This is an optimization exercise on Yosys and OpenROAD, whose aim is small area, a short achievable clock period and few clock cycles per item, not a production implementation. Function was checked by simulation only, so behaviour that the tests miss may differ from the original. No activity file was given, so power comes from the tool's default toggle rates.

== maple ==
// conv3x3_stream
module conv3x3_stream
#(
  parameter int DATA_W     = 8,
  parameter int COEF_W     = 8,
  parameter int NORM_SHIFT = 4
) (
  input  logic                  i_clk,
  input  logic                  i_rst,
  input  logic [9*DATA_W-1:0]   i_pixel_data,
  input  logic                  i_pixel_data_valid,
  input  logic                  i_pixel_data_last,
  output logic                  o_pixel_data_ready,
  output logic [DATA_W-1:0]     o_convolved_data,
  output logic                  o_convolved_data_valid,
  output logic                  o_convolved_data_last,
  output logic                  o_convolved_sat,
  input  logic                  i_out_ready,
  input  logic                  i_coef_we,
  input  logic [3:0]            i_coef_addr,
  input  logic [COEF_W-1:0]     i_coef_data,
  input  logic                  i_coef_commit,
  output logic                  o_cfg_pending
);
export LEC_CHECK = 0
export CAP_MARGIN = 20
export CORE_MARGIN = 2
export CORE_UTILIZATION = 65
export CTS_CLUSTER_DIAMETER = 80
export CTS_CLUSTER_SIZE = 22
export SETUP_SLACK_MARGIN = 2.62
export SLEW_MARGIN = 20
export SYNTH_HIERARCHICAL = 1
create_clock -name core_clock -period 5.0 [get_ports {i_clk}]
run.sh (not shown) runs the stock make flow with config.mk's settings and CLKGATE_MAP_FILE= SYNTH_SCRIPT=/design/flow/synth_recipe.tcl, a recipe that flattens the netlist after the stock synthesis.
maple has completed all stages; timing, DRC and antenna checks passed.
Testbench counts of maple, summed over its fixed seeds: cycles 4,136, items 4,096.
The following lists how willow was set up differently from maple:
- ABC_AREA newly set to 1
- SETUP_SLACK_MARGIN changed from 2.62 to 2.5
Results
In the tables for willow and maple, cell area reported after detailed placement reads lower with maple. Going from maple to willow, utilization shrinks by 1.8 points. Cmp willow vs maple: non-clock buffer count lower in willow. The final layout from willow, which completed every stage, passed the timing, design-rule and antenna checks at the end of the flow. Delta (willow minus maple): sequential share of layout area now sits at about the same level, wire length moved up, cell area power density went down about 1.3%, number of nets in the layout shows an increase of 229, smallest hold slack stayed essentially flat. Between maple and willow, mux contribution to synthesized area decreased.
Edits applied to the flow inputs when going from willow to xenon:
- a change of CTS_CLUSTER_DIAMETER from 80 to 90
- a deleted ABC_AREA that had been 1
- a change of CTS_CLUSTER_SIZE from 22 to 26
- an added GPL_ROUTABILITY_DRIVEN of 0
| wire length of the first global-routing pass | lower: xenon |
Relative to willow, area fraction in and, or, nand and nor cells after synthesis decreased by 1.2 points in xenon.
Synthesized cell count (willow / xenon): 1.12
From willow to xenon the numbers moved as follows: proportion of layout cells with a drive suffix above 1 saw an increase, layout multi-input combinational cell count lower, share of cell area taken by flip-flops and latches now sits higher.
Of willow and xenon, the run reporting the lower wire length was xenon.
Compared with willow, xenon shows a lower overall die area.
In the tables for willow and xenon, maximum number of pins on one net before global-route repair reads higher with willow.
| post-layout utilization of the core | xenon vs willow | ≈ equal |
Status: maximum clock insertion buffer count parity (xenon, willow)
Modified inputs, nickel compared to xenon
- swapping 26 for 22 in CTS_CLUSTER_SIZE
- swapping 90 for 80 in CTS_CLUSTER_DIAMETER
- swapping 65 for 55 in CORE_UTILIZATION
- clearing GPL_ROUTABILITY_DRIVEN, which used to be 0
==> comparison <==
- Diff xenon -> nickel: total power went up; hold slack did not really move.
- Wire length on nickel is behind xenon.
- In the tables for nickel and xenon, final core utilization reads higher with xenon.
- Of the two values seen for slowest cell on the critical path, fa_2 was produced by nickel and fa_1 by xenon.
- Number of antenna violations at the first check in global routing delta for nickel relative to xenon: 4 higher
- Between nickel and xenon, the clock buffer count is lower for xenon.
- | non-clock buffer count | higher: nickel |
Here is what was changed in the inputs of raven compared with nickel.
- setting PLACE_DENSITY to 0.8 for the first time
- changing CORE_UTILIZATION from 55 to 75
## What came out
Comparing fmax for nickel and raven, the smaller number came from raven.
raven vs. nickel: design area went down by 1.7%.
raven ended with less number of nets in the layout than nickel.
Power share of the combinational group was lower in the run labelled nickel.
Relative to nickel, first-iteration DRC count has gone up in raven.
Comparing nickel and raven, the higher post-cts repair resize count is on raven.
On aggregate global-route resource usage: between nickel and raven, it ends up higher for raven.
nickel has lower pin slew with the least headroom to its limit than raven.
Input-level comparison between ember and raven:
- CORE_UTILIZATION changed from 75 to 65
- SETUP_SLACK_MARGIN changed from 2.5 to 2.4
- PLACE_DENSITY removed (was 0.8)
- CTS_CLUSTER_SIZE changed from 22 to 26
- CTS_CLUSTER_DIAMETER changed from 80 to 90
ember vs. raven: vertical die dimension higher, number of clock buffers in the layout lower, die area higher.

conv3x3_stream again, from the RTL that the note above started with.
## conv3x3_stream
module conv3x3_stream
#(
  parameter int DATA_W     = 8,
  parameter int COEF_W     = 8,
  parameter int NORM_SHIFT = 4
) (
  input  logic                  i_clk,
  input  logic                  i_rst,
  input  logic [9*DATA_W-1:0]   i_pixel_data,
  input  logic                  i_pixel_data_valid,
  input  logic                  i_pixel_data_last,
  output logic                  o_pixel_data_ready,
  output logic [DATA_W-1:0]     o_convolved_data,
  output logic                  o_convolved_data_valid,
  output logic                  o_convolved_data_last,
  output logic                  o_convolved_sat,
  input  logic                  i_out_ready,
  input  logic                  i_coef_we,
  input  logic [3:0]            i_coef_addr,
  input  logic [COEF_W-1:0]     i_coef_data,
  input  logic                  i_coef_commit,
  output logic                  o_cfg_pending
);
  localparam int CAP = 6;    
  localparam int NQ  = 5;    
  localparam int CW  = 3;    
  localparam int PW  = 3;    
  logic        acc;
  logic [71:0] kq;
  logic [3:0] vq;    
  logic [3:0] lq;    
  logic [175:0] st1_q;
  logic [49:0] st2_q;
  logic [30:0] st3_q;
  logic [12:0] st4_q;
  logic pp1;
  logic pp2;
  logic pp3;
  logic pp4;
  logic pp5;
  logic pp6;
  logic pp7;
  logic pp8;
  logic pp9;
  logic pp10;
  logic pp11;
  logic pp12;
  logic pp13;
  logic pp14;
  logic pp15;
  logic pp16;
  logic pp17;
  logic pp18;
  logic pp19;
  logic pp20;
  logic pp21;
  logic pp22;
  logic pp23;
  logic pp24;
  logic pp25;
  logic pp26;
  logic pp27;
  logic pp28;
  logic pp29;
  logic pp30;
  logic pp31;
  logic pp32;
  logic pp33;
  logic pp34;
  logic pp35;
  logic pp36;
  logic pp37;
  logic pp38;
  logic pp39;
  logic pp40;
  logic pp41;
  logic pp42;
  logic pp43;
  logic pp44;
  logic pp45;
  logic pp46;
  logic pp47;
  logic pp48;
  logic pp49;
  logic pp50;
  logic pp51;
  logic pp52;
  logic pp53;
  logic pp54;
  logic pp55;
  logic pp56;
  logic pp57;
  logic pp58;
  logic pp59;
  logic pp60;
  ...
clock: 5.0 ns
lec_check: 0
cap_margin: 20
core_margin: 2
core_utilization: 65
cts_cluster_diameter: 90
cts_cluster_size: 26
setup_slack_margin: 2.5
slew_margin: 20
synth_hierarchical: 1
The baseline completed without violations.
Testbench counts at the start, summed over its fixed seeds: cycles 4,136, items 4,096.
Change:
--- a/flow/config.mk
+++ b/flow/config.mk
@@ -11,2 +11,2 @@
-export CTS_CLUSTER_DIAMETER = 90
-export CTS_CLUSTER_SIZE = 26
+export CTS_CLUSTER_DIAMETER = 80
+export CTS_CLUSTER_SIZE = 22
=> Global-route usage increases by 0.11 points. Final area is about the same. Synthesized cell count stays the same. Non-clock buffer count decreases by 5. Via count stays flat. Power increases by 0.42%. Count of clock-buffer cells in the layout increases by 8. Final cell count barely changes.

conv3x3_stream again, from the RTL that the note above started with.
clock: 5.0 ns
lec_check: 0
cap_margin: 20
core_margin: 2
core_utilization: 65
cts_cluster_diameter: 80
cts_cluster_size: 22
place_density: 0.75
setup_slack_margin: 2.5
slew_margin: 20
synth_hierarchical: 1
Testbench counts at the start, summed over its fixed seeds: cycles 4,136, items 4,096.
==> next run, changes <==
- CAP_MARGIN: 20 -> 10
- CTS_CLUSTER_DIAMETER: 80 -> 90
- CTS_CLUSTER_SIZE: 22 -> 26
- PLACE_DENSITY: 0.75 -> not set
- SLEW_MARGIN: 20 -> 10
What happened:
- The new run finished with timing, DRC and antenna clean
- clock-buffer cell count shrinks by 8
- power fell by 0.67%
- hold slack is about the same
- core utilization goes down by 0.28 points
- final area goes down by 0.37%
- first-iteration DRC count is higher by 6.4%
- synthesized area stays the same
- setup slack loses 0.021 ns
- clock power came out lower by 10%

[separate check: timing with driven ports]
In the flow no input, the clock included, has a driving cell. The finished layouts below were timed again as built, in two steps. Step 1 (the two cells are an assumption about what drives the block):
set clk [get_ports {i_clk}]
set_driving_cell -lib_cell sky130_fd_sc_hd__clkbuf_16 $clk
set_driving_cell -lib_cell sky130_fd_sc_hd__buf_2 [delete_from_list [all_inputs] $clk]
Step 2 also shifts input and output timing later by t, the mid clock arrival at the registers, as if the neighbouring blocks saw the same clock. Three values: ideal, step 1, step 2; two values: the first two.
| run | shift t [ns] | setup WS [ns] | worst hold slack (ns) | worst setup path after step 2 |
|---|---|---|---|---|
| maple | 0.657 | 2.468 / 2.468 / 1.892 | 0.333 / 0.333 / 0.333 | input to register |
| willow | 0.663 | 2.473 / 2.465 / 1.801 | 0.331 / 0.331 / 0.331 | input to register |
| xenon | 0.631 | 2.496 / 2.496 / 1.867 | 0.332 / 0.332 / 0.332 | input to register |
| nickel | 0.664 | 2.453 / 2.453 / 1.860 | 0.333 / 0.333 / 0.333 | input to register |
| raven | 0.645 | 2.388 / 2.388 / 1.830 | 0.334 / 0.334 / 0.334 | input to register |
| ember | 0.651 | 2.375 / 2.399 / 1.762 | 0.337 / 0.337 / 0.337 | input to register |
| the first run of note 2 | 0.639 | 2.471 / 2.471 / 1.868 | 0.333 / 0.333 / 0.333 | input to register |
| the second run of note 2 | 0.659 | 2.471 / 2.471 / 1.843 | 0.336 / 0.336 / 0.336 | input to register |
| the first run of note 3 | 0.665 | 2.492 / 2.492 / 1.852 | 0.332 / 0.332 / 0.332 | input to register |
| the second run of note 3 | 0.639 | 2.471 / 2.471 / 1.868 | 0.333 / 0.333 / 0.333 | input to register |
After both steps setup and hold are still met in every run listed. For willow, which loses most, drivers alone change the setup slack by -0.008 ns; drivers and shift together by -0.672 ns.
